From an optimization exercise on the open Yosys and OpenROAD flow, aimed at small area, a short achievable clock period and few clock cycles; shortcuts taken in it are not production practice. No activity file was given, so power comes from the tool's default toggle rates.

tundra:
==> flow/design.v (excerpt) <==
module stereo_rms_level_smoother (
  input  wire logic                 clk,
  input  wire logic                 rst_n,
  input  wire logic                 in_valid,
  output logic                      in_stall,
  input  wire logic signed [15:0]   in_left_sample,
  input  wire logic signed [15:0]   in_right_sample,
  input  wire logic                 in_last_frame,
  output logic                      out_valid,
  input  wire logic                 out_stall,
  output logic [14:0]               out_rms_level,
  output logic [14:0]               out_smoothed_level,
  output logic [11:0]               out_radius,
  input  wire logic                 cfg_we,
  input  wire logic [2:0]           cfg_index,
  input  wire logic [15:0]          cfg_wdata
);
  logic [15:0] cfg_w;
  logic [14:0] cfg_th, cfg_d;
  logic [11:0] cfg_lo, cfg_hi;
  always_ff @(posedge clk) begin
    if (!rst_n) begin
      cfg_w  <= srls_pkg::RST_SMOOTHING_WEIGHT;
      cfg_th <= srls_pkg::RST_LEVEL_THRESHOLD;
      cfg_d  <= srls_pkg::RST_MAP_INPUT_SPAN;
      cfg_lo <= srls_pkg::RST_OUTPUT_LOW;
      cfg_hi <= srls_pkg::RST_OUTPUT_HIGH;
  ...
==> module srls_seq, before the edit <==
module srls_seq (
  input  wire logic        clk,
  input  wire logic        rst_n,
  input  wire logic        start,
  input  wire logic        closed_n,
  input  wire logic [37:0] sum,
  input  wire logic [8:0]  n,
  input  wire logic [15:0] w,
  input  wire logic [14:0] s_prev,
  input  wire logic        b_idle,
  input  wire logic        b_idle_n,
  input  wire logic        ov,
  input  wire logic        ov_n,
  input  wire logic        out_stall,
  output logic             ready,
  output logic             ready_n,
  output logic             ready2_n,
  output logic             xfer,
  output logic [14:0]      rms,
  output logic [14:0]      smoothed
);
  logic        busy, done;
  logic [4:0]  cnt;
  logic [29:0] dq;
  logic [9:0]  dr;
  logic [8:0]  nd;
  logic [1:0]  qp;
  logic [18:0] sr;
  logic [14:0] root;
  logic [30:0] acc;
  logic        busy_n, done_n, start_n;
  logic [4:0]  cnt_n;
  logic        step;
  logic [9:0]  x1, x2, y1;
  logic [18:0] sx, sy;
  logic        sbit, rbit, sbit_r;
  logic [15:0] sp;
  logic [16:0] hadd;
  assign step = busy && !done;
  assign xfer = done && b_idle && (!ov || !out_stall);
  assign busy_n   = rst_n && (start || (busy && !xfer));
  assign done_n   = rst_n && !start && busy && !xfer && (done || cnt == 5'd16);
  assign cnt_n    = start ? 5'd0 : (step ? cnt + 5'd1 : cnt);
  assign ready_n  = !busy_n || (done_n && b_idle_n && !ov_n);
  assign start_n  = closed_n && ready_n;
  assign ready2_n = !start_n && (!busy_n || ((done_n || cnt_n == 5'd16) && b_idle_n && !ov_n));
  always_ff @(posedge clk) begin
    busy  <= busy_n;
    done  <= done_n;
    ready <= ready_n;
  end
  logic        sx_co, acc_co;
  logic [11:0] y4, ca, cb;
  logic [10:0] nd3;
  assign y1 = {dr[8:0], dq[29]};
  assign x1 = 10'(({y1, 1'b1} + {{1'b0, nd} ^ {10{!dr[9]}}, !dr[9]}) >> 1);
  assign y4 = {dr, dq[29], dq[28]};
  assign ca = 12'(({y4, 1'b1} + {dr[9] ? {1'b0, nd3} : ~{3'b0, nd}, !dr[9]}) >> 1);
  assign cb = 12'(({y4, 1'b1} + {dr[9] ? {3'b0, nd} : ~{1'b0, nd3}, !dr[9]}) >> 1);
  assign x2 = x1[9] ? ca[9:0] : cb[9:0];
  assign sy = {sr[16:0], qp};
  srls_add #(19) u_sx (
    .a  (sy),
    .b  ({{2'b0, root} ^ {17{!sr[18]}}, 1'b1, sr[18]}),
    .ci (!sr[18]),
    .s  (sx),
    .co (sx_co)
  );
  assign rbit = root[0];
  assign sp   = {1'b0, s_prev};
  assign sbit = sp[4'(5'd15 - cnt)];
  always_comb begin
    case ({rbit, sbit_r})
      2'b10:   hadd = {1'b0, w};
      2'b01:   hadd = {1'b0, ~w};
      2'b11:   hadd = 17'h10000;
      default: hadd = '0;
    endcase
  end
  logic [30:0] acc_n;
  srls_add #(31) u_acc (
    .a  ({acc[29:0], 1'b0}),
    .b  (31'(hadd)),
    .ci (sbit_r && !rbit),
    .s  (acc_n),
    .co (acc_co)
  );
  always_ff @(posedge clk) begin
    if (start) begin
      dr   <= {3'b0, sum[37:31]};
      dq   <= sum[30:1];
      nd   <= n;
      nd3  <= 11'(n) + {1'b0, n, 1'b0};
      qp   <= 2'b00;
      sr   <= '0;
      root <= '0;
      acc  <= 31'd1;
      cnt  <= '0;
    end else if (step) begin
      cnt    <= cnt_n;
      sbit_r <= sbit;
      dr     <= x2;
      dq     <= {dq[27:0], 2'b00};
      qp     <= {!x1[9], !x2[9]};
      if (!cnt[4]) begin
        sr   <= sx;
        root <= {root[13:0], !sx[18]};
      end
      if (cnt >= 5'd2) begin
        acc <= acc_n;
      end
    end
  end
  assign rms      = root;
  assign smoothed = acc[30:16];
endmodule
export LEC_CHECK = 0
export CAP_MARGIN = 20
export CORE_MARGIN = 2
export CORE_UTILIZATION = 40
export SLEW_MARGIN = 20
create_clock -name core_clock -period 12.0 [get_ports {clk}]
run.sh (not shown) runs the stock make flow with config.mk's settings and CLKGATE_MAP_FILE= SYNTH_SCRIPT=/design/flow/synth_recipe.tcl, a recipe that flattens the netlist after the stock synthesis.
For delta, these inputs were changed with respect to tundra:
diff --git a/flow/design.v b/flow/design.v
--- a/flow/design.v
+++ b/flow/design.v
@@ -611,11 +611,11 @@
   logic [14:0] root;
   logic [30:0] acc;
   logic        busy_n, done_n, start_n;
   logic [4:0]  cnt_n;
   logic        step;
-  logic [9:0]  x1, x2, y1;
+  logic [9:0]  x1, x2, y1, y2;
   logic [18:0] sx, sy;
   logic        sbit, rbit, sbit_r;
   logic [15:0] sp;
   logic [16:0] hadd;
   assign step = busy && !done;
@@ -629,19 +629,15 @@
   always_ff @(posedge clk) begin
     busy  <= busy_n;
     done  <= done_n;
     ready <= ready_n;
   end
-  logic        sx_co, acc_co;
-  logic [11:0] y4, ca, cb;
-  logic [10:0] nd3;
+  logic sx_co, acc_co;
   assign y1 = {dr[8:0], dq[29]};
   assign x1 = 10'(({y1, 1'b1} + {{1'b0, nd} ^ {10{!dr[9]}}, !dr[9]}) >> 1);
-  assign y4 = {dr, dq[29], dq[28]};
-  assign ca = 12'(({y4, 1'b1} + {dr[9] ? {1'b0, nd3} : ~{3'b0, nd}, !dr[9]}) >> 1);
-  assign cb = 12'(({y4, 1'b1} + {dr[9] ? {3'b0, nd} : ~{1'b0, nd3}, !dr[9]}) >> 1);
-  assign x2 = x1[9] ? ca[9:0] : cb[9:0];
+  assign y2 = {x1[8:0], dq[28]};
+  assign x2 = 10'(({y2, 1'b1} + {{1'b0, nd} ^ {10{!x1[9]}}, !x1[9]}) >> 1);
   assign sy = {sr[16:0], qp};
   srls_add #(19) u_sx (
     .a  (sy),
     .b  ({{2'b0, root} ^ {17{!sr[18]}}, 1'b1, sr[18]}),
     .ci (!sr[18]),
@@ -670,11 +666,10 @@
   always_ff @(posedge clk) begin
     if (start) begin
       dr   <= {3'b0, sum[37:31]};
       dq   <= sum[30:1];
       nd   <= n;
-      nd3  <= 11'(n) + {1'b0, n, 1'b0};
       qp   <= 2'b00;
       sr   <= '0;
       root <= '0;
       acc  <= 31'd1;
       cnt  <= '0;
==> comparison <==
In summary, delta completed successfully, with a layout that passed the timing, design-rule and antenna checks. On total power, the lower figure sits with tundra, not delta. tundra ended up with sequential cells as its group with the largest share of power; delta ended up with combinational logic. Summary of delta over tundra: number of nets with antenna violations after detailed routing shows no meaningful change, final-layout clock buffer total decreased 13%, non-filler instance count after layout moved down, leakage power total saw a decrease.
No run of this note included a check of the RTL's function; only the layout flow was run.

[port drivers added, routing unchanged]
Ports are ideal in the flow. The routed layouts listed here were re-timed in OpenROAD.
Step 1: set_driving_cell puts a clkbuf_16 on clk and a buf_2 on each other input, an assumption about the parent block.
Step 2 adds t to the input delays and takes it off the output delays; t is the mean of the earliest and latest rising clock arrival at the registers after step 1. Input paths then give back, and output paths get back, about the clock's delay inside the block.
a / b / c = ideal ports / drivers / drivers and shift; a / b = the first two.
| run | t, ns | slack for setup (ns) | hold WS [ns] | worst setup path at the end | latest minus earliest clock arrival (ns) |
|---|---|---|---|---|---|
| tundra | 0.653 | 6.853 / 6.853 / 6.568 | 0.453 / 0.453 / 0.453 | input to register | 0.024 / 0.025 |
| delta | 0.649 | 6.859 / 6.859 / 6.707 | 0.436 / 0.436 / 0.436 | input to register | 0.038 / 0.038 |
After both steps every run listed still meets setup and hold. For tundra, which loses most, drivers alone change the setup slack by 0.000 ns; drivers and shift together by -0.285 ns.
